This is an optimization exercise on Yosys and OpenROAD, whose aim is small area, a short achievable clock period and few clock cycles per item, not a production implementation. Function was not checked in any run shown here: the RTL went through the layout flow alone. Power and IR drop assume default switching activity.

### flow/run.sh
#!/bin/bash
# The standard layout (standard.sh, its synthesis unchanged) with two changes to how the layout
# is made: the port buffers are buf_2 cells, and timing repair works until the setup slack reaches
# SETUP_SLACK_MARGIN, well above zero at the 10 ns clock. The tools' output goes to standard.log.
set -euo pipefail
export SETUP_SLACK_MARGIN=7.0
export BUFFER_PORTS_ARGS="-buffer_cell sky130_fd_sc_hd__buf_2"
bash standard.sh > standard.log 2>&1
### standard.sh
#!/bin/bash
# synth_recipe.tcl (not shown) runs the flow's synth.tcl, then flattens the netlist and writes it again
# the make line also repeats each setting of config.mk as NAME=value (left out here)
make -C /OpenROAD-flow-scripts/flow DESIGN_CONFIG=/design/flow/config.mk WORK_HOME=/design/flow/orfs CLKGATE_MAP_FILE= SYNTH_SCRIPT=/design/flow/synth_recipe.tcl "${@:-finish}"
### config.mk
export PLATFORM = sky130hd
export DESIGN_NAME = aes_dec_top
export DESIGN_NICKNAME = aes_dec_top
export VERILOG_FILES = /design/flow/design.v
export SDC_FILE = /design/flow/constraint.sdc
export NUM_CORES = 8
export LEC_CHECK = 0
export CAP_MARGIN = 20
export CORE_MARGIN = 2
export CORE_UTILIZATION = 40
export CTS_CLUSTER_DIAMETER = 100
export CTS_CLUSTER_SIZE = 25
export SLEW_MARGIN = 20
export TNS_END_PERCENT = 5
### constraint.sdc
create_clock -name core_clock -period 10.0 [get_ports {clk}]
set_input_delay 2.0000 -clock core_clock [delete_from_list [all_inputs] [get_ports {clk}]]
set_output_delay 2.0000 -clock core_clock [all_outputs]
set_load 0.01 [all_outputs]
### design.v
`default_nettype none
module aes_tmi_byte
(
    input  wire [7:0] i,
    output wire [7:0] o
);
    wire t1 = i[2] ^ i[7];
    wire t2 = i[4] ^ i[5];
    wire t3 = i[1] ^ t1;
    wire t4 = i[3] ^ t2;
    wire t5 = i[0] ^ i[3];
    wire t6 = i[6] ^ t1;
    assign o[0] = t5 ^ t6;
    assign o[1] = t1 ^ t2;
    assign o[2] = i[0] ^ i[2];
    wire t7 = i[5] ^ i[6];
    assign o[3] = i[7] ^ t7;
    assign o[4] = t4;
    assign o[5] = t3 ^ t4;
    wire t8 = i[0] ^ t2;
    assign o[6] = t3 ^ t8;
    assign o[7] = i[6] ^ t3;
endmodule
module aes_g_byte
(
    input  wire [7:0] i,
    output wire [7:0] o
);
    wire t1 = i[1] ^ i[4];
    wire t2 = i[2] ^ i[3];
    wire t3 = i[5] ^ i[6];
    wire t4 = i[5] ^ i[7];
    wire t5 = i[3] ^ t1;
    wire t6 = i[0] ^ i[7];
    assign o[0] = t1 ^ t6;
    assign o[1] = t2 ^ t3;
    assign o[2] = i[5] ^ t5;
    assign o[3] = t5;
    wire t7 = i[1] ^ t2;
    assign o[4] = t4 ^ t7;
    assign o[5] = t1 ^ t3;
    assign o[6] = t2;
    assign o[7] = t4;
endmodule
module aes_tinv_byte
(
    input  wire [7:0] i,
    output wire [7:0] o
);
    wire t1 = i[2] ^ i[3];
    wire t2 = i[1] ^ i[5];
    wire t3 = i[4] ^ i[7];
    wire t4 = i[6] ^ t1;
    wire t5 = i[3] ^ t2;
    wire t6 = i[0] ^ i[7];
    wire t7 = t2 ^ t6;
    assign o[0] = t4 ^ t7;
    assign o[1] = i[6] ^ t3;
    assign o[2] = t5;
    assign o[3] = i[6] ^ t5;
    assign o[4] = t2 ^ t3;
    assign o[5] = t1;
    assign o[6] = i[1] ^ t4;
    assign o[7] = i[7] ^ t1;
endmodule
module aes_lin_col
(
    input  wire [31:0] i,
    output wire [31:0] o
);
    wire t1 = i[10] ^ i[17];
    wire t2 = i[18] ^ i[25];
    wire t3 = i[2] ^ i[9];
    wire t4 = i[1] ^ i[26];
    wire t5 = i[4] ^ i[29];
    wire t6 = i[16] ^ i[28];
    wire t7 = i[13] ^ i[20];
    wire t8 = i[5] ^ i[12];
    wire t9 = i[14] ^ i[24];
    wire t10 = i[27] ^ i[31];
    wire t11 = i[0] ^ i[21];
    wire t12 = i[15] ^ i[22];
    wire t13 = i[19] ^ i[23];
    wire t14 = i[8] ^ i[30];
    wire t15 = i[3] ^ i[7];
    wire t16 = i[11] ^ t4;
    wire t17 = i[6] ^ t7;
    wire t18 = t2 ^ t3;
    wire t19 = i[25] ^ t5;
    wire t20 = t1 ^ t10;
    wire t21 = i[1] ^ t8;
    wire t22 = i[8] ^ i[12];
    wire t23 = t6 ^ t11;
    wire t24 = i[24] ^ t6;
    wire t25 = t9 ^ t15;
    wire t26 = t13 ^ t14;
    wire t27 = i[21] ^ t16;
    wire t28 = i[7] ^ i[28];
    wire t29 = i[4] ^ i[31];
    wire t30 = i[17] ^ i[20];
    wire t31 = i[15] ^ i[20];
    wire t32 = i[27] ^ t11;
    wire t33 = i[22] ^ t14;
    wire t34 = i[9] ^ t7;
    wire t35 = i[6] ^ t12;
    wire t36 = i[0] ^ t20;
    wire t37 = i[19] ^ i[30];
    wire t38 = i[0] ^ i[16];
    wire t39 = i[4] ^ i[8];
    wire t40 = i[7] ^ i[12];
    wire t41 = i[18] ^ i[23];
    wire t42 = i[21] ^ i[28];
    wire t43 = i[3] ^ i[14];
    wire t44 = i[6] ^ i[23];
    wire t45 = i[29] ^ t13;
    wire t46 = i[28] ^ t12;
    wire t47 = i[11] ^ t8;
    wire t48 = i[24] ^ t3;
    wire t49 = i[10] ^ t31;
    wire t50 = t1 ^ t9;
    wire t51 = i[23] ^ t8;
    wire t52 = i[13] ^ t4;
    wire t53 = t5 ^ t22;
    wire t54 = i[5] ^ t2;
    wire t55 = i[26] ^ t29;
    wire t56 = t33 ^ t51;
    wire t57 = t18 ^ t26;
    wire t58 = i[31] ^ t17;
    wire t59 = t1 ^ t21;
    wire t60 = t18 ^ t32;
    wire t61 = t15 ^ t24;
    wire t62 = t17 ^ t50;
    wire t63 = t23 ^ t30;
    wire t64 = i[16] ^ t20;
    wire t65 = i[15] ^ t16;
    wire t66 = t2 ^ t34;
    wire t67 = t3 ^ t19;
    wire t68 = i[9] ^ t23;
    wire t69 = t27 ^ t64;
    wire t70 = t10 ^ t41;
    wire t71 = t6 ^ t17;
    assign o[0] = t70 ^ t71;
    wire t72 = i[14] ^ i[25];
    wire t73 = i[7] ^ t12;
    wire t74 = t72 ^ t47;
    wire t75 = t73 ^ t63;
    assign o[1] = t74 ^ t75;
    wire t76 = t39 ^ t25;
    wire t77 = t59 ^ t60;
    assign o[2] = t76 ^ t77;
    wire t78 = i[15] ^ i[17];
    wire t79 = t37 ^ t42;
    wire t80 = t78 ^ t79;
    assign o[3] = t67 ^ t80;
    wire t81 = t29 ^ t38;
    wire t82 = t17 ^ t21;
    wire t83 = t33 ^ t48;
    wire t84 = t81 ^ t82;
    assign o[4] = t83 ^ t84;
    wire t85 = i[11] ^ t11;
    wire t86 = t13 ^ t31;
    wire t87 = t48 ^ t55;
    wire t88 = t85 ^ t86;
    assign o[5] = t87 ^ t88;
    wire t89 = i[30] ^ t1;
    wire t90 = t18 ^ t25;
    wire t91 = t45 ^ t89;
    assign o[6] = t90 ^ t91;
    wire t92 = i[20] ^ i[3];
    wire t93 = t5 ^ t92;
    wire t94 = t93 ^ t56;
    assign o[7] = t69 ^ t94;
    wire t95 = t42 ^ t25;
    assign o[8] = t55 ^ t95;
    wire t96 = i[1] ^ i[24];
    wire t97 = t7 ^ t96;
    wire t98 = t19 ^ t26;
    wire t99 = t46 ^ t97;
    assign o[9] = t98 ^ t99;
    wire t100 = i[29] ^ i[3];
    wire t101 = t1 ^ t100;
    wire t102 = t12 ^ t22;
    wire t103 = t38 ^ t101;
    wire t104 = t102 ^ t16;
    wire t105 = t103 ^ t104;
    assign o[10] = t66 ^ t105;
    wire t106 = i[27] ^ t44;
    wire t107 = t106 ^ t19;
    assign o[11] = t107 ^ t59;
    wire t108 = t14 ^ t40;
    wire t109 = t108 ^ t62;
    assign o[12] = t68 ^ t109;
    wire t110 = i[2] ^ t22;
    wire t111 = t28 ^ t110;
    wire t112 = t45 ^ t111;
    assign o[13] = t36 ^ t112;
    wire t113 = t16 ^ t35;
    wire t114 = t54 ^ t113;
    assign o[14] = t36 ^ t114;
    wire t115 = i[29] ^ t37;
    wire t116 = t115 ^ t18;
    wire t117 = t47 ^ t116;
    wire t118 = t58 ^ t61;
    assign o[15] = t117 ^ t118;
    wire t119 = i[0] ^ i[11];
    wire t120 = i[2] ^ t119;
    wire t121 = t12 ^ t40;
    wire t122 = t5 ^ t120;
    assign o[16] = t121 ^ t122;
    wire t123 = i[30] ^ i[4];
    wire t124 = t10 ^ t123;
    wire t125 = t44 ^ t124;
    wire t126 = t21 ^ t125;
    assign o[17] = t68 ^ t126;
    wire t127 = i[5] ^ t30;
    wire t128 = t127 ^ t24;
    wire t129 = t128 ^ t27;
    assign o[18] = t57 ^ t129;
    wire t130 = i[31] ^ t43;
    wire t131 = t130 ^ t21;
    assign o[19] = t131 ^ t66;
    wire t132 = i[8] ^ t2;
    wire t133 = t5 ^ t9;
    wire t134 = t132 ^ t133;
    wire t135 = t35 ^ t134;
    assign o[20] = t63 ^ t135;
    wire t136 = i[16] ^ t10;
    wire t137 = t15 ^ t39;
    wire t138 = t136 ^ t137;
    wire t139 = t49 ^ t54;
    assign o[21] = t138 ^ t139;
    wire t140 = i[14] ^ t15;
    wire t141 = t140 ^ t52;
    assign o[22] = t141 ^ t57;
    wire t142 = i[19] ^ i[4];
    wire t143 = i[5] ^ t142;
    wire t144 = t28 ^ t143;
    wire t145 = t32 ^ t144;
    wire t146 = t62 ^ t65;
    assign o[23] = t145 ^ t146;
    wire t147 = t8 ^ t26;
    assign o[24] = t49 ^ t147;
    wire t148 = i[17] ^ i[9];
    wire t149 = t148 ^ t25;
    wire t150 = t53 ^ t149;
    assign o[25] = t58 ^ t150;
    wire t151 = i[19] ^ i[6];
    wire t152 = t151 ^ t24;
    wire t153 = t52 ^ t152;
    wire t154 = t36 ^ t67;
    assign o[26] = t153 ^ t154;
    wire t155 = i[17] ^ i[22];
    wire t156 = t155 ^ t28;
    wire t157 = t156 ^ t34;
    assign o[27] = t157 ^ t27;
    wire t158 = i[0] ^ t4;
    wire t159 = t6 ^ t9;
    wire t160 = t158 ^ t159;
    wire t161 = t19 ^ t160;
    assign o[28] = t56 ^ t161;
    wire t162 = i[12] ^ i[13];
    wire t163 = t162 ^ t41;
    wire t164 = t163 ^ t61;
    assign o[29] = t65 ^ t164;
    wire t165 = t3 ^ t35;
    assign o[30] = t165 ^ t69;
    wire t166 = i[13] ^ t13;
    wire t167 = t43 ^ t166;
    wire t168 = t46 ^ t53;
    wire t169 = t167 ^ t168;
    assign o[31] = t60 ^ t169;
endmodule
module aes_norm_byte
(
    input  wire [7:0] z,
    output wire [3:0] d
);
    wire n9 = z[0] ^ z[2];
    wire n10 = z[4] ^ n9;
    wire n11 = z[5] ^ n10;
    wire n12 = z[7] ^ n11;
    wire n13 = z[2] ^ z[7];
    wire n14 = z[1] ^ z[3];
    wire n15 = z[4] ^ n14;
    wire n16 = z[6] ^ n15;
    wire n17 = z[3] ^ z[4];
    wire n18 = z[0] & z[4];
    wire n19 = z[1] & z[4];
    wire n20 = z[0] & z[5];
    wire n21 = n19 ^ n20;
    wire n22 = z[2] & z[4];
    wire n23 = z[1] & z[5];
    wire n24 = z[0] & z[6];
    wire n25 = n22 ^ n23;
    wire n26 = n24 ^ n25;
    wire n27 = z[3] & z[4];
    wire n28 = z[2] & z[5];
    wire n29 = z[1] & z[6];
    wire n30 = z[0] & z[7];
    wire n31 = n27 ^ n28;
    wire n32 = n29 ^ n30;
    wire n33 = n31 ^ n32;
    wire n34 = z[3] & z[5];
    wire n35 = z[2] & z[6];
    wire n36 = z[1] & z[7];
    wire n37 = n34 ^ n35;
    wire n38 = n36 ^ n37;
    wire n39 = z[3] & z[6];
    wire n40 = z[2] & z[7];
    wire n41 = n39 ^ n40;
    wire n42 = z[3] & z[7];
    wire n43 = n18 ^ n38;
    wire n44 = n21 ^ n41;
    wire n45 = n38 ^ n44;
    wire n46 = n26 ^ n42;
    wire n47 = n41 ^ n46;
    wire n48 = n33 ^ n42;
    wire n49 = n12 ^ n43;
    wire n50 = n13 ^ n45;
    wire n51 = n16 ^ n47;
    wire n52 = n17 ^ n48;
    assign d[0] = n49;
    assign d[1] = n50;
    assign d[2] = n51;
    assign d[3] = n52;
endmodule
module aes_s1_byte
(
    input  wire [7:0] z,
    input  wire [3:0] d,
    output wire [7:0] o
);
    wire [3:0] th;
    assign th[0] = (d == 4'd1) | (d == 4'd2) | (d == 4'd4) | (d == 4'd5) | (d == 4'd6) | (d == 4'd8) | (d == 4'd11) | (d == 4'd14);
    assign th[1] = (d == 4'd3) | (d == 4'd5) | (d == 4'd6) | (d == 4'd7) | (d == 4'd8) | (d == 4'd9) | (d == 4'd12) | (d == 4'd14);
    assign th[2] = (d == 4'd3) | (d == 4'd4) | (d == 4'd6) | (d == 4'd7) | (d == 4'd8) | (d == 4'd10) | (d == 4'd11) | (d == 4'd13);
    assign th[3] = (d == 4'd2) | (d == 4'd3) | (d == 4'd4) | (d == 4'd5) | (d == 4'd8) | (d == 4'd10) | (d == 4'd12) | (d == 4'd15);
    wire m12 = th[0] & z[0];
    wire m13 = th[1] & z[0];
    wire m14 = th[0] & z[1];
    wire m15 = m13 ^ m14;
    wire m16 = th[2] & z[0];
    wire m17 = th[1] & z[1];
    wire m18 = th[0] & z[2];
    wire m19 = m16 ^ m17;
    wire m20 = m18 ^ m19;
    wire m21 = th[3] & z[0];
    wire m22 = th[2] & z[1];
    wire m23 = th[1] & z[2];
    wire m24 = th[0] & z[3];
    wire m25 = m21 ^ m22;
    wire m26 = m23 ^ m24;
    wire m27 = m25 ^ m26;
    wire m28 = th[3] & z[1];
    wire m29 = th[2] & z[2];
    wire m30 = th[1] & z[3];
    wire m31 = m28 ^ m29;
    wire m32 = m30 ^ m31;
    wire m33 = th[3] & z[2];
    wire m34 = th[2] & z[3];
    wire m35 = m33 ^ m34;
    wire m36 = th[3] & z[3];
    wire m37 = m12 ^ m32;
    wire m38 = m15 ^ m35;
    wire m39 = m32 ^ m38;
    wire m40 = m20 ^ m36;
    wire m41 = m35 ^ m40;
    wire m42 = m27 ^ m36;
    wire m43 = th[0] & z[4];
    wire m44 = th[1] & z[4];
    wire m45 = th[0] & z[5];
    wire m46 = m44 ^ m45;
    wire m47 = th[2] & z[4];
    wire m48 = th[1] & z[5];
    wire m49 = th[0] & z[6];
    wire m50 = m47 ^ m48;
    wire m51 = m49 ^ m50;
    wire m52 = th[3] & z[4];
    wire m53 = th[2] & z[5];
    wire m54 = th[1] & z[6];
    wire m55 = th[0] & z[7];
    wire m56 = m52 ^ m53;
    wire m57 = m54 ^ m55;
    wire m58 = m56 ^ m57;
    wire m59 = th[3] & z[5];
    wire m60 = th[2] & z[6];
    wire m61 = th[1] & z[7];
    wire m62 = m59 ^ m60;
    wire m63 = m61 ^ m62;
    wire m64 = th[3] & z[6];
    wire m65 = th[2] & z[7];
    wire m66 = m64 ^ m65;
    wire m67 = th[3] & z[7];
    wire m68 = m43 ^ m63;
    wire m69 = m46 ^ m66;
    wire m70 = m63 ^ m69;
    wire m71 = m51 ^ m67;
    wire m72 = m66 ^ m71;
    wire m73 = m58 ^ m67;
    assign o[0] = m37;
    assign o[1] = m39;
    assign o[2] = m41;
    assign o[3] = m42;
    assign o[4] = m68;
    assign o[5] = m70;
    assign o[6] = m72;
    assign o[7] = m73;
endmodule
module aes_inv_s1
(
    input  wire [127:0] x,
    input  wire [63:0]  d,
    input  wire [127:0] kg,
    output wire [127:0] a
);
    wire [127:0] q;
    aes_s1_byte u_0_0 (.z(x[127:120]), .d(d[63:60]), .o(q[127:120]));
    aes_s1_byte u_0_1 (.z(x[119:112]), .d(d[59:56]), .o(q[119:112]));
    aes_s1_byte u_0_2 (.z(x[111:104]), .d(d[55:52]), .o(q[111:104]));
    aes_s1_byte u_0_3 (.z(x[103:96]), .d(d[51:48]), .o(q[103:96]));
    aes_s1_byte u_1_0 (.z(x[95:88]), .d(d[47:44]), .o(q[95:88]));
    aes_s1_byte u_1_1 (.z(x[87:80]), .d(d[43:40]), .o(q[87:80]));
    aes_s1_byte u_1_2 (.z(x[79:72]), .d(d[39:36]), .o(q[79:72]));
    aes_s1_byte u_1_3 (.z(x[71:64]), .d(d[35:32]), .o(q[71:64]));
    aes_s1_byte u_2_0 (.z(x[63:56]), .d(d[31:28]), .o(q[63:56]));
    aes_s1_byte u_2_1 (.z(x[55:48]), .d(d[27:24]), .o(q[55:48]));
    aes_s1_byte u_2_2 (.z(x[47:40]), .d(d[23:20]), .o(q[47:40]));
    aes_s1_byte u_2_3 (.z(x[39:32]), .d(d[19:16]), .o(q[39:32]));
    aes_s1_byte u_3_0 (.z(x[31:24]), .d(d[15:12]), .o(q[31:24]));
    aes_s1_byte u_3_1 (.z(x[23:16]), .d(d[11:8]), .o(q[23:16]));
    aes_s1_byte u_3_2 (.z(x[15:8]), .d(d[7:4]), .o(q[15:8]));
    aes_s1_byte u_3_3 (.z(x[7:0]), .d(d[3:0]), .o(q[7:0]));
    assign a = q ^ kg;
endmodule
module aes_norms
(
    input  wire [127:0] x,
    output wire [63:0]  d
);
    aes_norm_byte n_0_0 (.z(x[127:120]), .d(d[63:60]));
    aes_norm_byte n_0_1 (.z(x[119:112]), .d(d[59:56]));
    aes_norm_byte n_0_2 (.z(x[111:104]), .d(d[55:52]));
    aes_norm_byte n_0_3 (.z(x[103:96]), .d(d[51:48]));
    aes_norm_byte n_1_0 (.z(x[95:88]), .d(d[47:44]));
    aes_norm_byte n_1_1 (.z(x[87:80]), .d(d[43:40]));
    aes_norm_byte n_1_2 (.z(x[79:72]), .d(d[39:36]));
    aes_norm_byte n_1_3 (.z(x[71:64]), .d(d[35:32]));
    aes_norm_byte n_2_0 (.z(x[63:56]), .d(d[31:28]));
    aes_norm_byte n_2_1 (.z(x[55:48]), .d(d[27:24]));
    aes_norm_byte n_2_2 (.z(x[47:40]), .d(d[23:20]));
    aes_norm_byte n_2_3 (.z(x[39:32]), .d(d[19:16]));
    aes_norm_byte n_3_0 (.z(x[31:24]), .d(d[15:12]));
    aes_norm_byte n_3_1 (.z(x[23:16]), .d(d[11:8]));
    aes_norm_byte n_3_2 (.z(x[15:8]), .d(d[7:4]));
    aes_norm_byte n_3_3 (.z(x[7:0]), .d(d[3:0]));
endmodule
module aes_inv_s2
(
    input  wire [127:0] a,
    output wire [127:0] y
);
    wire [127:0] v;
    aes_lin_col l_0 (.i({a[103:96], a[111:104], a[119:112], a[127:120]}), .o({v[103:96], v[111:104], v[119:112], v[127:120]}));
    aes_lin_col l_1 (.i({a[71:64], a[79:72], a[87:80], a[95:88]}), .o({v[71:64], v[79:72], v[87:80], v[95:88]}));
    aes_lin_col l_2 (.i({a[39:32], a[47:40], a[55:48], a[63:56]}), .o({v[39:32], v[47:40], v[55:48], v[63:56]}));
    aes_lin_col l_3 (.i({a[7:0], a[15:8], a[23:16], a[31:24]}), .o({v[7:0], v[15:8], v[23:16], v[31:24]}));
    assign y[127:120] = v[127:120];
    assign y[119:112] = v[23:16];
    assign y[111:104] = v[47:40];
    assign y[103:96] = v[71:64];
    assign y[95:88] = v[95:88];
    assign y[87:80] = v[119:112];
    assign y[79:72] = v[15:8];
    assign y[71:64] = v[39:32];
    assign y[63:56] = v[63:56];
    assign y[55:48] = v[87:80];
    assign y[47:40] = v[111:104];
    assign y[39:32] = v[7:0];
    assign y[31:24] = v[31:24];
    assign y[23:16] = v[55:48];
    assign y[15:8] = v[79:72];
    assign y[7:0] = v[103:96];
endmodule
module aes_z0
(
    input  wire [127:0] ct,
    input  wire [127:0] k10,
    output wire [127:0] z
);
    wire [127:0] t;
    aes_tmi_byte m_0_0 (.i(ct[127:120] ^ k10[127:120]), .o(t[127:120]));
    aes_tmi_byte m_0_1 (.i(ct[23:16] ^ k10[23:16]), .o(t[119:112]));
    aes_tmi_byte m_0_2 (.i(ct[47:40] ^ k10[47:40]), .o(t[111:104]));
    aes_tmi_byte m_0_3 (.i(ct[71:64] ^ k10[71:64]), .o(t[103:96]));
    aes_tmi_byte m_1_0 (.i(ct[95:88] ^ k10[95:88]), .o(t[95:88]));
    aes_tmi_byte m_1_1 (.i(ct[119:112] ^ k10[119:112]), .o(t[87:80]));
    aes_tmi_byte m_1_2 (.i(ct[15:8] ^ k10[15:8]), .o(t[79:72]));
    aes_tmi_byte m_1_3 (.i(ct[39:32] ^ k10[39:32]), .o(t[71:64]));
    aes_tmi_byte m_2_0 (.i(ct[63:56] ^ k10[63:56]), .o(t[63:56]));
    aes_tmi_byte m_2_1 (.i(ct[87:80] ^ k10[87:80]), .o(t[55:48]));
    aes_tmi_byte m_2_2 (.i(ct[111:104] ^ k10[111:104]), .o(t[47:40]));
    aes_tmi_byte m_2_3 (.i(ct[7:0] ^ k10[7:0]), .o(t[39:32]));
    aes_tmi_byte m_3_0 (.i(ct[31:24] ^ k10[31:24]), .o(t[31:24]));
    aes_tmi_byte m_3_1 (.i(ct[55:48] ^ k10[55:48]), .o(t[23:16]));
    aes_tmi_byte m_3_2 (.i(ct[79:72] ^ k10[79:72]), .o(t[15:8]));
    aes_tmi_byte m_3_3 (.i(ct[103:96] ^ k10[103:96]), .o(t[7:0]));
    assign z = t ^ {16{8'h56}};
endmodule
module aes_g_word
(
    input  wire [31:0] i,
    output wire [31:0] o
);
    aes_g_byte b0 (.i(i[31:24]), .o(o[31:24]));
    aes_g_byte b1 (.i(i[23:16]), .o(o[23:16]));
    aes_g_byte b2 (.i(i[15:8]), .o(o[15:8]));
    aes_g_byte b3 (.i(i[7:0]), .o(o[7:0]));
endmodule
module aes_tinv_word
(
    input  wire [31:0] i,
    output wire [31:0] o
);
    aes_tinv_byte b0 (.i(i[31:24]), .o(o[31:24]));
    aes_tinv_byte b1 (.i(i[23:16]), .o(o[23:16]));
    aes_tinv_byte b2 (.i(i[15:8]), .o(o[15:8]));
    aes_tinv_byte b3 (.i(i[7:0]), .o(o[7:0]));
endmodule
module aes_kc_word
(
    output wire [31:0] o
);
    assign o = 32'ha8a8a8a8;
endmodule
`default_nettype wire
`default_nettype none
module aes_round_key_store
(
    input  logic         clk,
    input  logic         key_we,
    input  logic [5:0]   key_addr,
    input  logic [31:0]  key_wdata,
    input  logic [9:0]   round_sel,    
    output logic [127:0] round_key,    
    output logic [127:0] last_key      
);
    logic [31:0] mem [44];
    logic [31:0] wdata_g;
    logic [31:0] kc;
    logic        pend_q;
    logic [5:0]  pend_addr_q;
    logic [31:0] pend_data_q;
    aes_g_word i_g (
        .i (pend_data_q),
        .o (wdata_g)
    );
    aes_kc_word i_kc (
        .o (kc)
    );
    always_ff @(posedge clk)
    begin
        pend_q      <= key_we && (key_addr < 6'd40);
        pend_addr_q <= key_addr;
        pend_data_q <= key_wdata;
    end
    always_ff @(posedge clk)
    begin
        for (int i = 0; i < 44; i++)
        begin
            if (i >= 40)
            begin
                if (key_we && (key_addr == 6'(i)))
                begin
                    mem[i] <= key_wdata;
                end
            end
            else if (pend_q && (pend_addr_q == 6'(i)))
            begin
                mem[i] <= (i >= 4) ? (wdata_g ^ kc) : wdata_g;
            end
        end
    end
    assign last_key = {mem[40], mem[41], mem[42], mem[43]};
    always_comb
    begin
        round_key = '0;
        for (int r = 0; r < 10; r++)
        begin
            if (round_sel[r])
            begin
                round_key = round_key | {mem[4 * r], mem[4 * r + 1], mem[4 * r + 2], mem[4 * r + 3]};
            end
        end
    end
endmodule
`default_nettype wire
`default_nettype none
module aes_dec_regs
(
    input  logic         clk,
    input  logic         reset,
    input  logic [11:0]  paddr,
    input  logic         psel,
    input  logic         penable,
    input  logic         pwrite,
    input  logic [31:0]  pwdata,
    output logic [31:0]  prdata,
    output logic         pready,
    output logic         pslverr,
    input  logic         fin,         
    input  logic [127:0] plaintext,   
    output logic         key_we,
    output logic [5:0]   key_addr,
    output logic [31:0]  key_wdata,
    output logic         start,
    output logic [127:0] ciphertext
);
    logic        busy;
    logic        done;
    logic        busy_n;
    logic        done_n;
    logic        key_hit;
    logic        din_hit;
    logic        ctrl_hit;
    logic        stat_hit;
    logic        dout_hit;
    logic        err_n;
    logic [31:0] rd_n;
    logic [31:0] prdata_q;
    logic        err_q;
    logic        wr_q;       
    logic        key_q;
    logic        din_q;
    logic        ctrl_q;
    logic [5:0]  widx_q;
    logic        we;
    logic [31:0] ct_word;
    logic [31:0] pt_word;
    logic [31:0] pt_std;
    assign busy_n = busy && !fin;
    assign done_n = done || fin;
    assign key_hit  = (paddr < 12'h0b0);
    assign din_hit  = (paddr[11:4] == 8'h10);
    assign ctrl_hit = (paddr[11:2] == 10'h044);
    assign stat_hit = (paddr[11:2] == 10'h045);
    assign dout_hit = (paddr[11:4] == 8'h12);
    assign err_n = !(key_hit || din_hit || ctrl_hit || stat_hit || dout_hit)
                   || (pwrite && busy_n && (key_hit || din_hit || ctrl_hit))
                   || (pwrite && (stat_hit || dout_hit));
    assign ct_word = ciphertext[127 - 32 * paddr[3:2] -: 32];
    assign pt_word = plaintext[127 - 32 * paddr[3:2] -: 32];
    aes_tinv_word i_pt_back (
        .i (pt_word),
        .o (pt_std)
    );
    always_comb
    begin
        rd_n = '0;  
        if (stat_hit)
        begin
            rd_n = {30'd0, done_n, busy_n};
        end
        else if (din_hit)
        begin
            rd_n = ct_word;
        end
        else if (dout_hit)
        begin
            rd_n = pt_std;
        end
    end
    always_ff @(posedge clk)
    begin
        prdata_q <= rd_n;
        err_q    <= err_n;
        wr_q     <= pwrite && !err_n;
        key_q    <= key_hit;
        din_q    <= din_hit;
        ctrl_q   <= ctrl_hit;
        widx_q   <= paddr[7:2];
    end
    assign prdata  = prdata_q;
    assign pslverr = err_q;
    assign pready  = 1'b1;  
    assign we        = psel && penable && wr_q;
    assign key_we    = we && key_q;
    assign key_addr  = widx_q;
    assign key_wdata = pwdata;
    assign start     = we && ctrl_q && pwdata[0];
    always_ff @(posedge clk)
    begin
        if (we && din_q)
        begin
            ciphertext[127 - 32 * widx_q[1:0] -: 32] <= pwdata;
        end
    end
    always_ff @(posedge clk)
    begin
        if (reset)
        begin
            busy <= 1'b0;
            done <= 1'b0;
        end
        else if (start)
        begin
            busy <= 1'b1;
            done <= 1'b0;
        end
        else if (fin)
        begin
            busy <= 1'b0;
            done <= 1'b1;
        end
    end
endmodule
`default_nettype wire
`default_nettype none
module aes_dec_engine
(
    input  logic         clk,
    input  logic         reset,
    input  logic         start,
    input  logic [127:0] ciphertext,
    input  logic [127:0] last_key,
    input  logic [127:0] round_key,
    output logic [9:0]   round_sel,   
    output logic         fin,         
    output logic [127:0] plaintext
);
    logic         run;
    logic         ph;        
    logic [9:0]   rsel;      
    logic         pend_q;
    logic         z_ok_q;    
    logic         go;
    logic [127:0] state_q;
    logic [63:0]  norm_q;    
    logic [127:0] state_d;
    logic [63:0]  norm_d;
    logic [127:0] a_q;
    logic [127:0] z0;
    logic [127:0] s1_out;
    logic [127:0] s2_out;
    assign round_sel = rsel;
    assign plaintext = a_q;
    aes_z0 i_z0 (
        .ct  (ciphertext),
        .k10 (last_key),
        .z   (z0)
    );
    aes_inv_s1 i_s1 (
        .x  (state_q),
        .d  (norm_q),
        .kg (round_key),
        .a  (s1_out)
    );
    aes_inv_s2 i_s2 (
        .a (a_q),
        .y (s2_out)
    );
    assign go  = (start || pend_q) && z_ok_q && !run;
    assign fin = run && ph && rsel[0];
    assign state_d = run ? s2_out : z0;
    aes_norms i_norms (
        .x (state_d),
        .d (norm_d)
    );
    always_ff @(posedge clk)
    begin
        state_q <= state_d;
        norm_q  <= norm_d;
        if (go || (run && !ph))
        begin
            a_q <= s1_out;
        end
    end
    always_ff @(posedge clk)
    begin
        if (reset)
        begin
            run    <= 1'b0;
            ph     <= 1'b0;
            rsel   <= 10'b10_0000_0000;
            pend_q <= 1'b0;
            z_ok_q <= 1'b0;
        end
        else
        begin
            pend_q <= (start || pend_q) && !go;
            z_ok_q <= !run;
            if (go)
            begin
                run  <= 1'b1;
                ph   <= 1'b1;
                rsel <= 10'b01_0000_0000;
            end
            else if (run)
            begin
                ph <= !ph;
                if (!ph)
                begin
                    if (rsel[0])
                    begin
                        run  <= 1'b0;
                        rsel <= 10'b10_0000_0000;
                    end
                    else
                    begin
                        rsel <= rsel >> 1;
                    end
                end
            end
        end
    end
endmodule
`default_nettype wire
`default_nettype none
module aes_dec_top
(
    input  logic        clk,
    input  logic        reset,
    input  logic [11:0] paddr,
    input  logic        psel,
    input  logic        penable,
    input  logic        pwrite,
    input  logic [31:0] pwdata,
    output logic [31:0] prdata,
    output logic        pready,
    output logic        pslverr
);
    logic         key_we;
    logic [5:0]   key_addr;
    logic [31:0]  key_wdata;
    logic         start;
    logic         fin;
    logic [127:0] ciphertext;
    logic [127:0] plaintext;
    logic [127:0] round_key;
    logic [127:0] last_key;
    logic [9:0]   round_sel;
    aes_dec_regs i_aes_dec_regs (
        .clk        (clk),
        .reset      (reset),
        .paddr      (paddr),
        .psel       (psel),
        .penable    (penable),
        .pwrite     (pwrite),
        .pwdata     (pwdata),
        .prdata     (prdata),
        .pready     (pready),
        .pslverr    (pslverr),
        .fin        (fin),
        .plaintext  (plaintext),
        .key_we     (key_we),
        .key_addr   (key_addr),
        .key_wdata  (key_wdata),
        .start      (start),
        .ciphertext (ciphertext)
    );
    aes_round_key_store i_aes_round_key_store (
        .clk       (clk),
        .key_we    (key_we),
        .key_addr  (key_addr),
        .key_wdata (key_wdata),
        .round_sel (round_sel),
        .round_key (round_key),
        .last_key  (last_key)
    );
    aes_dec_engine i_aes_dec_engine (
        .clk        (clk),
        .reset      (reset),
        .start      (start),
        .ciphertext (ciphertext),
        .last_key   (last_key),
        .round_key  (round_key),
        .round_sel  (round_sel),
        .fin        (fin),
        .plaintext  (plaintext)
    );
endmodule
`default_nettype wire
==> results.toml, run 1 <==
[floorplan]
die-area_sq_um = 244000
die_w_um = 494
initial_core_util_pct = 40.3
core_area_sq_um = 238000
io_pins = 83
rows = 179
die_y_um = 494

[power]
powerDensity_nw_per_um2 = 128
ir_worst_vdd_mv = 0.141
power.leakage_nw = 38.1

[clocking]
cts_tree = "yes"
clock-sinks = 1954
root_buffer = "clkbuf_16"
path_clk_slew_ps = 100
cts_made_buffers = 91
htreeDepth = 3
holdBufCountCts = 0
cts_max_path_buffers = 3
clk_latency_ps = 810

[drt]
remaining_drc_errors = 0
dr.max_layer_used = "met5"
drt-met1-wl_mm = 136
postRouteAntennaNets = 0
routed_wl_mm = 317
first_pass_iters = 5
viasPerCell = 5.69
detailroute.via_count = 62600
dr_wl_met3_mm = 27.2
first_iter_violations = 7916
route.met2.wl_mm = 140
wl_per_cell_um = 28.8

[yosys]
synth_enable_flop_cells = 1664
synth_top_family_by_area = "XOR/XNOR gates"
synth.avg_cell_area_sq_um = 12.9
synth_nets = 7543
ys_async_sr_fraction_pct = 0
synth_seq_cells = 1954
synthFlopType = "edfxtp_1"
yosys.area_share.simple_pct = 6.09
synth_area_leaders = "edfxtp_1, xnor2_1, dfxtp_1"
ys_seq_area_share_pct = 58.2
syn_inst = 7455
muxShareOfSynthArea_pct = 2.37
synth-xor-area-share_pct = 20.8
synthAdderAreaFrac_pct = 0.509
synth_top_area_cell = "edfxtp_1"
netlist_area_sq_um = 95900
ys_types = 67
ys_warn_count = 4
yosysTopAreaCellShare_pct = 52.1
synth_compound_area_share_pct = 9.50

[global_route]
grt_usage_pct = 24.9
grt_max_degree = 95
antenna_found_initial = 9
gr-total-overflow = 0
first_global_vias = 57400
grt_first_pass_wirelength_mm = 435

[finish]
mostFrequentLayoutCells = "edfxtp_1, xnor2_1, nand2_1"
fillers = 20900
mostFrequentLayoutCell = "edfxtp_1"
final_cells = 11000
area_growth_pct = 15.5
drive_above_1_share_pct = 17.4
fin_nets = 7855

[setup_path]
critPathKind = "register to register"
cp_max_fo = 93
crit_chain = "buf_12 -> buf_4 -> a22o_1 -> a221oi_1 -> nand4_1 -> xnor2_1 -> xnor2_1 -> xnor2_1 -> xnor2_1"
critPathRequiredTime_ps = 10520
worst_path_dominant_cell_family = "XOR/XNOR gates"
endpoint_kind = "register"
start_kind = "register"
critical-path-max-stage-delay_ps = 470
cp.arrival_ps = 3940
cp_common_cell = "xnor2_1"
crit_buf_inv = 2
cp_slowest_cell = "buf_4"

[sta]
tns_ps = 0
worst_pin_slew_ps = 1240
fin_crit_sh_pct = 34.2
rsz0062_at_grt = "true"
hold_viol = 0
clock_skew_ps = 45.7
clock.fmax_mhz = 293
maxSlewViolCount = 0
finalSetupViolCount = 0
min_period_ps = 3420
slew_headroom_pct = 16.8

[placed_design]
io_buffers = 79
hpwl_mm = 203
dp_cells = 10400
gp_congestion = 1.01

[status]
outcome = "no timing/DRC/antenna violations"

[job]
drv_cap = 0

[min_path]
hold_class = "register to register"
## power by group
| group | switching [W] | total (W) | internal, W |
|---|---|---|---|
| Combinational | 0.000458 | 0.000594 | 0.000136 |
| Clock | 0.00263 | 0.00450 | 0.00187 |
| Sequential | 0.0000270 | 0.00906 | 0.00904 |
| Total | 0.00312 | 0.0142 | 0.0110 |
## flip-flops by register name, summed over array words and instances (netlist names), 6 cells and up
register                           count
i_aes_round_key_store.mem           1408
i_aes_dec_engine.a_q                 128
i_aes_dec_engine.state_q             128
i_aes_dec_regs.ciphertext            128
i_aes_dec_engine.norm_q               64
i_aes_dec_regs.prdata_q               32
i_aes_round_key_store.pend_data_q     32
i_aes_dec_engine.rsel                 10
i_aes_dec_regs.widx_q                  6
i_aes_round_key_store.pend_addr_q      6
## cell families after synthesis
kind of cell               count (synthesis)
AOI/OAI and AO/OA                       1327
and+or+nand+nor                         1343
muxes                                    143
adders and majority gates                 39
other                                      1
buffers and inverters                    629
DFF                                     1954
xor gates and xnor gates                2019
## synthesized netlist by cell type (3+ instances only)
cell,count
a211oi_1,9
a21o_1,7
a21oi_1,140
a21oi_2,12
a221o_1,3
a221oi_1,134
a22o_1,133
a22oi_1,437
a31oi_1,13
a32oi_1,16
and2_1,17
and3_1,5
buf_1,70
buf_2,45
clkbuf_1,293
clkbuf_2,3
dfxtp_1,290
edfxtp_1,1664
ha_1,39
inv_1,215
mux2_2,31
mux2i_1,47
mux4_2,64
nand2_1,783
nand2b_1,27
nand3_1,24
nand3b_1,20
nand4_1,128
nor2_1,243
nor2b_1,54
nor3_1,17
nor3b_1,12
o21a_1,26
o21ai_0,331
o21ai_1,21
o21bai_1,3
o22ai_1,14
o32ai_1,18
or2_2,6
xnor2_1,1421
xnor2_2,15
xnor3_1,130
xor2_1,427
xor2_2,5
xor3_1,18
## worst register-to-register path, stage by stage, from the launching register on
cell,delay [ps]
dfxtp_4,390
buf_12,230
buf_4,660
a22o_1,330
a221oi_1,230
nand4_1,450
xnor2_1,380
xnor2_1,190
xnor2_1,170
xnor2_1,120
## timing repair
action | in CTS | in global routing
resized for setup | 244 | 355
buffers inserted | 195 | 224
endpoints found under the setup margin | 944 | 858
pin swaps | 35 | 146
hold endpoints to repair | 0 | 0
cloned | 5 | 2
## cell type report
class / instances / area [sq um] / area share, %
Tap cell: 3167 / 3960 / 3.58
Clock buffer: 148 / 2610 / 2.36
Multi-Input combinational cell: 4874 / 41700 / 37.7
Clock inverter: 13 / 240 / 0.217
Sequential cell: 1954 / 55800 / 50.4
Timing Repair Buffer: 630 / 5570 / 5.03
Antenna cell: 5 / 12.5 / 0.0113
Inverter: 216 / 823 / 0.743
## path summary, 6_finish.rpt
check | slack, ps | depth (start not counted) | start | to
setup / recovery | 6580 | 9 | i_aes_dec_engine.rsel[7]$_SDFFE_PP0P_ | i_aes_dec_engine.a_q[57]$_DFFE_PP_
hold / removal | 430 | 0 | i_aes_dec_regs.widx_q[4]$_DFF_P_ | i_aes_round_key_store.pend_addr_q[4]$_DFF_P_
setup reg to reg | 6580 | 9 | i_aes_dec_engine.rsel[7]$_SDFFE_PP0P_ | i_aes_dec_engine.a_q[57]$_DFFE_PP_
hold reg to reg | 430 | 0 | i_aes_dec_regs.widx_q[4]$_DFF_P_ | i_aes_round_key_store.pend_addr_q[4]$_DFF_P_
## metrics by stage
stage | power (W) | util, % | setup WS (ps) | hold slack, ps | area [sq um]
after floorplan | 0.00953 | - | 6070 | 332 | 95900
after global placement | 0.00979 | 42.1 | 4860 | 377 | 100000
after detailed placement | 0.00982 | 42.1 | 4830 | 379 | 100000
after CTS | 0.0142 | 44.7 | 6620 | 398 | 107000
after global routing | 0.0145 | 46.5 | 6620 | 431 | 111000
final | 0.0142 | 46.5 | 6580 | 426 | 111000
## metal layers
metal	global-route usage [%]	up-vias
li1	-	27300
met3	4.13	484
met5	0	-
met2	37.2	2952
met1	36.1	31800
met4	9.44	2
==> run 2, diff against run 1 <==
--- a/design.v
+++ b/design.v
@@ -541,5 +541,5 @@
     input  logic [5:0]   key_addr,
     input  logic [31:0]  key_wdata,
-    input  logic [9:0]   round_sel,    
+    input  logic [39:0]  round_sel,    
     output logic [127:0] round_key,    
     output logic [127:0] last_key      
@@ -587,7 +587,10 @@
         for (int r = 0; r < 10; r++)
         begin
-            if (round_sel[r])
+            for (int c = 0; c < 4; c++)
             begin
-                round_key = round_key | {mem[4 * r], mem[4 * r + 1], mem[4 * r + 2], mem[4 * r + 3]};
+                if (round_sel[10 * c + r])
+                begin
+                    round_key[127 - 32 * c -: 32] = round_key[127 - 32 * c -: 32] | mem[4 * r + c];
+                end
             end
         end
@@ -724,5 +727,5 @@
     input  logic [127:0] last_key,
     input  logic [127:0] round_key,
-    output logic [9:0]   round_sel,   
+    output logic [39:0]  round_sel,   
     output logic         fin,         
     output logic [127:0] plaintext
@@ -731,4 +734,5 @@
     logic         ph;        
     logic [9:0]   rsel;      
+    logic [9:0]   ksel [4];  
     logic         pend_q;
     logic         z_ok_q;    
@@ -742,5 +746,5 @@
     logic [127:0] s1_out;
     logic [127:0] s2_out;
-    assign round_sel = rsel;
+    assign round_sel = {ksel[3], ksel[2], ksel[1], ksel[0]};
     assign plaintext = a_q;
     aes_z0 i_z0 (
@@ -777,4 +781,22 @@
     always_ff @(posedge clk)
     begin
+        for (int c = 0; c < 4; c++)
+        begin
+            if (reset)
+            begin
+                ksel[c] <= 10'b10_0000_0000;
+            end
+            else if (go)
+            begin
+                ksel[c] <= 10'b01_0000_0000;
+            end
+            else if (run && !ph)
+            begin
+                ksel[c] <= ksel[c][0] ? 10'b10_0000_0000 : (ksel[c] >> 1);
+            end
+        end
+    end
+    always_ff @(posedge clk)
+    begin
         if (reset)
         begin
@@ -838,5 +860,5 @@
     logic [127:0] round_key;
     logic [127:0] last_key;
-    logic [9:0]   round_sel;
+    logic [39:0]  round_sel;
     aes_dec_regs i_aes_dec_regs (
         .clk        (clk),
==> results.toml, run 2 <==
[finish]
drive_above_1_share_pct = 17.7
largest_reg_flops = 1408
seqCellArea_sq_um = 56600
largest-register = "i_aes_round_key_store.mem"
fillers = 21300
area_growth_pct = 15.0
finish.utilization_pct = 46.2
mostFrequentLayoutCells = "edfxtp_1, xnor2_1, nand2_1"
multi_input_area_sq_um = 43600
fin_nets = 7943
mostFrequentLayoutCell = "edfxtp_1"

[setup_path]
start_kind = "register"
cp_max_fo = 7
startpoint = "i_aes_dec_engine.a_q[52]$_DFFE_PP_"
critPathRequiredTime_ps = 10760
endpoint_kind = "register"
critPathKind = "register to register"
timing.rr.end = "i_aes_dec_engine.norm_q[11]$_DFF_P_"
rr_worst_depth = 10
cp-endpoint = "i_aes_dec_engine.norm_q[11]$_DFF_P_"
r2r_slack_ps = 6670
worstReg2RegStart = "i_aes_dec_engine.a_q[52]$_DFFE_PP_"
cp.arrival_ps = 4090

[drt]
viasPerCell = 5.76
routed_wl_mm = 329
postRouteAntennaNets = 0
wl_per_cell_um = 29.5
detailroute.via_count = 64400
first_pass_iters = 8
first_iter_violations = 8626
remaining_drc_errors = 0

[global_route]
antenna_found_initial = 19
grt_usage_pct = 25.4
gr-total-overflow = 0
grt_max_degree = 91
first_global_vias = 59500
grt_first_pass_wirelength_mm = 455

[yosys]
ys_warn_count = 5
ys_seq_area_share_pct = 57.2
netlist_area_sq_um = 98900
synthFlopType = "edfxtp_1"
synth_common_cells = "edfxtp_1, xnor2_1, nand2_1, a22oi_1, xor2_1"
synth_area_leaders = "edfxtp_1, xnor2_1, dfxtp_1"
synth_top_area_cell = "edfxtp_1"
syn_inst = 7511
yosysMostFrequentCell = "edfxtp_1"
yosysTopAreaCellShare_pct = 50.5
synth_enable_flop_cells = 1664
ys_types = 79
ys_async_sr_fraction_pct = 0
synth_nets = 7599
synth_seq_cells = 1994
synth.avg_cell_area_sq_um = 13.2

[sta]
clock.fmax_mhz = 300
rsz0062_at_grt = "true"
min_period_ps = 3330
hold_viol = 0
maxSlewViolCount = 0
clock_skew_ps = 61.0
slew_headroom_pct = 19.5
worst_pin_slew_ps = 1200
finalSetupViolCount = 0
fin_crit_sh_pct = 33.3
tns_ps = 0

[placed_design]
gp_congestion = 0.987
io_buffers = 79
hpwl_mm = 217

[clocking]
htreeDepth = 3
cts_made_buffers = 94
holdBufCountCts = 0
cts_tree = "yes"
cts_max_path_buffers = 3
clk_latency_ps = 820
clock-sinks = 1994
path_clk_slew_ps = 110
root_buffer = "clkbuf_16"

[floorplan]
die_y_um = 501
die_w_um = 501
io_pins = 83
initial_core_util_pct = 40.2
rows = 182
die-area_sq_um = 251000
core_area_sq_um = 246000

[min_path]
hold_class = "register to register"

[power]
ir_worst_vdd_mv = 0.157
powerDensity_nw_per_um2 = 128
power.leakage_nw = 40.6

[job]
drv_cap = 0

[status]
outcome = "no timing/DRC/antenna violations"
run 2: cell types whose count changed after synthesis, moves of 23 or more:
cell / before / now
xnor2_1: 1421 / 1184
xnor3_1: 130 / 258
dfxtp_1: 290 / 330
xor2_1: 427 / 394
nor3b_1: 12 / 43
xor3_1: 18 / 45
clkbuf_1: 293 / 319
buf_2: 45 / 68
run 2: repair_timing:
action	4_1_cts	5_1_grt
endpoints found under the setup margin	531	511
hold endpoints to repair	0	0
resized for setup	282	276
cloned	11	0
pin swaps	52	115
buffers inserted	273	162
run 2: how the worst min path moves through the flow:
stage | start | endpoint | slack [ps] | cells after the start
after floorplan | i_aes_dec_regs.widx_q[2]$_DFF_P_ | i_aes_round_key_store.pend_addr_q[2]$_DFF_P_ | 330 | 0
after global placement | i_aes_dec_regs.widx_q[2]$_DFF_P_ | i_aes_round_key_store.pend_addr_q[2]$_DFF_P_ | 360 | 0
after detailed placement | i_aes_dec_regs.widx_q[3]$_DFF_P_ | i_aes_round_key_store.pend_addr_q[3]$_DFF_P_ | 360 | 0
after CTS | i_aes_dec_regs.widx_q[3]$_DFF_P_ | i_aes_round_key_store.pend_addr_q[3]$_DFF_P_ | 370 | 0
after global routing | i_aes_dec_regs.widx_q[3]$_DFF_P_ | i_aes_round_key_store.pend_addr_q[3]$_DFF_P_ | 390 | 0
final | i_aes_dec_regs.widx_q[3]$_DFF_P_ | i_aes_round_key_store.pend_addr_q[3]$_DFF_P_ | 380 | 0
run 2: per-layer routing:
layer  track usage [%]  up-vias  share of wire, %
li1                  -    27900                 -
met1              35.3    32600                41
met2              38.9     3296                45
met3              4.39      572               9.1
met4              11.5        6               5.2
met5                 0        -             0.011
run 2: final cells by class:
class	instances	area share, %
flip-flops and latches	1994	49.8
multi-input cells	4856	38.3
repair buffers	689	5.03
well taps	3220	3.54
clock buffers	159	2.33
inverters	220	0.738
clock inverters	18	0.250
diodes	14	0.0308
run 2: power breakdown:
| part | switching, W | internal (W) | total, W | leakage (nW) |
|---|---|---|---|---|
| combinational | 0.000631 | 0.000157 | 0.000788 | 21.5 |
| sequential | 0.0000185 | 0.00920 | 0.00922 | 17.7 |
| clock | 0.00271 | 0.00190 | 0.00460 | 1.39 |
run 2: kinds of logic (layout without fill, tap and decap cells):
family                     count (synthesis)  after routing  synth area share [%]
DFF                                     1994           1994                  57.2
xor gates and xnor gates                1908           1908                  21.4
and+or+nand+nor                         1390           1393                  6.21
AOI/OAI and AO/OA                       1339           1339                  9.33
buffers and inverters                    664           1086                  2.64
muxes                                    176            176                  2.73
adders and majority gates                 39             39                 0.493
other                                      1             15               0.00379
run 2: per-stage QoR:
stage / instances / setup slack (ps) / power [W] / instance area [sq um] / hold WS (ps)
CTS: 11000 / 6620 / 0.0147 / 111000 / 375
global placement: 10500 / 4890 / 0.0101 / 103000 / 363
global route: 11200 / 6660 / 0.0150 / 114000 / 390
detailed placement: 10500 / 4870 / 0.0102 / 103000 / 358
finish: 11200 / 6670 / 0.0146 / 114000 / 380
floorplan: 7511 / 6090 / 0.00969 / 99000 / 332
run 2: worst max-delay path, cell delays in order, from the launching register on:
cell and delay, ps:
edfxtp_1 400, buf_4 170, xnor3_1 500, xnor2_1 460
xor2_1 170, a21oi_2 610, inv_1 150, ha_1 320
xnor2_1 190, xnor2_1 160, xnor2_1 140
==> run 3, diff against run 2 <==
--- a/config.mk
+++ b/config.mk
@@ -8,5 +8,5 @@
 export CAP_MARGIN = 20
 export CORE_MARGIN = 2
-export CORE_UTILIZATION = 40
+export CORE_UTILIZATION = 60
 export CTS_CLUSTER_DIAMETER = 100
 export CTS_CLUSTER_SIZE = 25
==> results.toml, run 3 <==
[status]
outcome = "no timing/DRC/antenna violations"

[clocking]
root_buffer = "clkbuf_16"
clock-sinks = 1994
cts_made_buffers = 92
clk_latency_ps = 790
htreeDepth = 3
path_clk_slew_ps = 100
cts_tree = "yes"
cts_max_path_buffers = 3

[sta]
fin_crit_sh_pct = 32.8
slew_headroom_pct = 23.6
tns_ps = 0
clock_skew_ps = 75.1
finalSetupViolCount = 0
worst_pin_slew_ps = 1140
maxSlewViolCount = 0
min_period_ps = 3280
rsz0062_at_grt = "true"
hold_viol = 0
clock.fmax_mhz = 305

[yosys]
synth_nets = 7599
ys_async_sr_fraction_pct = 0
synth.avg_cell_area_sq_um = 13.2
synth_common_cells = "edfxtp_1, xnor2_1, nand2_1, a22oi_1, xor2_1"
synth_seq_cells = 1994
synth_area_leaders = "edfxtp_1, xnor2_1, dfxtp_1"
yosysTopAreaCellShare_pct = 50.5
netlist_area_sq_um = 98900
syn_inst = 7511
synthFlopType = "edfxtp_1"
synth_top_area_cell = "edfxtp_1"
ys_warn_count = 5
synth_enable_flop_cells = 1664
ys_seq_area_share_pct = 57.2
yosysMostFrequentCell = "edfxtp_1"
ys_types = 79

[placed_design]
placed_cell_area_sq_um = 102000
io_buffers = 79
hpwl_mm = 209
gp_congestion = 1.05

[finish]
fin_nets = 8005
largest_reg_flops = 1408
area_growth_pct = 14.8
largest-register = "i_aes_round_key_store.mem"
mostFrequentLayoutCells = "edfxtp_1, xnor2_1, nand2_1"
drive_above_1_share_pct = 19.3
mostFrequentLayoutCell = "edfxtp_1"
stdcell_area_sq_um = 114000

[drt]
detailroute.via_count = 64900
first_pass_iters = 7
postRouteAntennaNets = 0
remaining_drc_errors = 0
routed_wl_mm = 325
viasPerCell = 6.36
wl_per_cell_um = 31.9
first_iter_violations = 8714

[floorplan]
rows = 149
die_y_um = 410
die-area_sq_um = 168000
io_pins = 83
core_area_sq_um = 164000
initial_core_util_pct = 60.2
die_w_um = 410

[setup_path]
start_kind = "register"
cp.depth = 1
worst_path_dominant_cell_family = "flip-flops"
critical-path-max-stage-delay_ps = 410
cp.arrival_ps = 1280
crit_buf_inv = 1
rr_worst_depth = 8
cp_slowest_cell = "dfxtp_4"
critPathRequiredTime_ps = 8000
critPathKind = "register to primary output"
crit_chain = "buf_6"
endpoint_kind = "primary output"
cp_max_fo = 1

[power]
ir_worst_vdd_mv = 0.208
power.leakage_nw = 41.0
netSwitchingPower_w = 0.00338
p_int_w = 0.0112
powerDensity_nw_per_um2 = 128
p_sw_share_pct = 23.2
power_frac_clock_pct = 30.6
power_frac_comb_pct = 6.1
sequentialPowerShare_pct = 63.3

[global_route]
grt_max_degree = 73
grt_usage_pct = 37.8
first_global_vias = 59500
grt_first_pass_wirelength_mm = 447
gr-total-overflow = 0
antenna_found_initial = 22

[job]
drv_cap = 0

[min_path]
min_delay_path_depth = 0
hold_class = "register to register"
==> run 3: worst paths after layout <==
kind	start	to	slack [ps]
worst max-delay path	i_aes_dec_regs.prdata_q[3]$_SDFF_PP0_	prdata[3]	6720
worst min-delay path	i_aes_dec_regs.widx_q[3]$_DFF_P_	i_aes_round_key_store.pend_addr_q[3]$_DFF_P_	400
worst max register to register	i_aes_dec_engine.a_q[57]$_DFFE_PP_	i_aes_dec_engine.norm_q[29]$_DFF_P_	6750
worst min register to register	i_aes_dec_regs.widx_q[3]$_DFF_P_	i_aes_round_key_store.pend_addr_q[3]$_DFF_P_	400
==> run 3: per-stage QoR <==
step | hold WS (ps) | worst slack, ps | total power, W | util [%] | std cells
floorplan | 332 | 6090 | 0.00969 | - | 7511
global placement | 360 | 5140 | 0.0102 | 62.1 | 9493
detailed placement | 363 | 5100 | 0.0102 | 62.1 | 9494
CTS | 398 | 6690 | 0.0145 | 66.5 | 9950
global route | 407 | 6660 | 0.0148 | 69.1 | 10200
finish | 405 | 6720 | 0.0145 | 69.1 | 10200
==> run 3: routing by layer <==
layer	global-route usage, %	up-vias	wire [um]
li1	-	28000	-
met1	51.2	32600	123000
met2	55.1	3630	142000
met3	9.19	684	35400
met4	23.7	8	24100
met5	0	-	47
==> run 3: cells by family after synthesis <==
kind of cell	share of synthesized area (%)
DFF	57.2
muxes	2.73
buffers and inverters	2.64
AOI/OAI and AO/OA	9.33
xor gates and xnor gates	21.4
adders and majority gates	0.493
and+or+nand+nor	6.21
other	0.00379
==> run 3: what timing repair did <==
item,in CTS,in global routing
buffers inserted,276,234
setup endpoints to repair,641,600
gates cloned,8,0
pin swaps,56,178
resized for setup,313,368
hold buffers,0,0
==> run 3: power groups by stage <==
stage	clock [W]	combinational, W	sequential [W]
after global placement	0	0.000812	0.00940
after CTS	0.00449	0.000850	0.00921
after floorplan	0	0.000282	0.00941
final	0.00445	0.000882	0.00921
after detailed placement	0	0.000829	0.00940
after global routing	0.00475	0.000886	0.00921
==> run 3: final cells by class <==
| class | instances | area, sq um |
|---|---|---|
| flip-flops and latches | 1994 | 56600 |
| fillers | 11400 | 50800 |
| multi-input cells | 4856 | 44500 |
| repair buffers | 752 | 6090 |
| well taps | 2189 | 2740 |
| clock buffers | 157 | 2570 |
| inverters | 220 | 852 |
| clock inverters | 15 | 265 |
| diodes | 16 | 40.0 |
| repair inverters | 1 | 8.76 |

## what the ideal ports hide
Ports are ideal in the flow. The routed layouts listed here were re-timed in OpenROAD. Step 1, drivers: a clkbuf_16 drives clk and a buf_2 each remaining input, both assumed. Step 2, shift: input delay + t, output delay - t, t = (earliest + latest rising clock arrival at the registers) / 2. This alone moves slack from input paths to output paths. a / b / c = ideal / step 1 / step 2; a / b = the first two.
| run | t, ns | setup WS [ns] | worst setup path at the end | pins driven straight from the clock port |
|---|---|---|---|---|
| run 1 | 0.889 | 6.584 / 6.558 / 5.724 | input to register | 1 |
| run 2 | 0.884 | 6.665 / 6.516 / 5.632 | input to register | 1 |
| run 3 | 0.841 | 6.723 / 6.635 / 5.795 | input to register | 1 |
After both steps setup and hold are still met in every run listed. The setup slack of run 2, which loses most, moves by -0.149 ns with the drivers and by -1.033 ns with both steps.
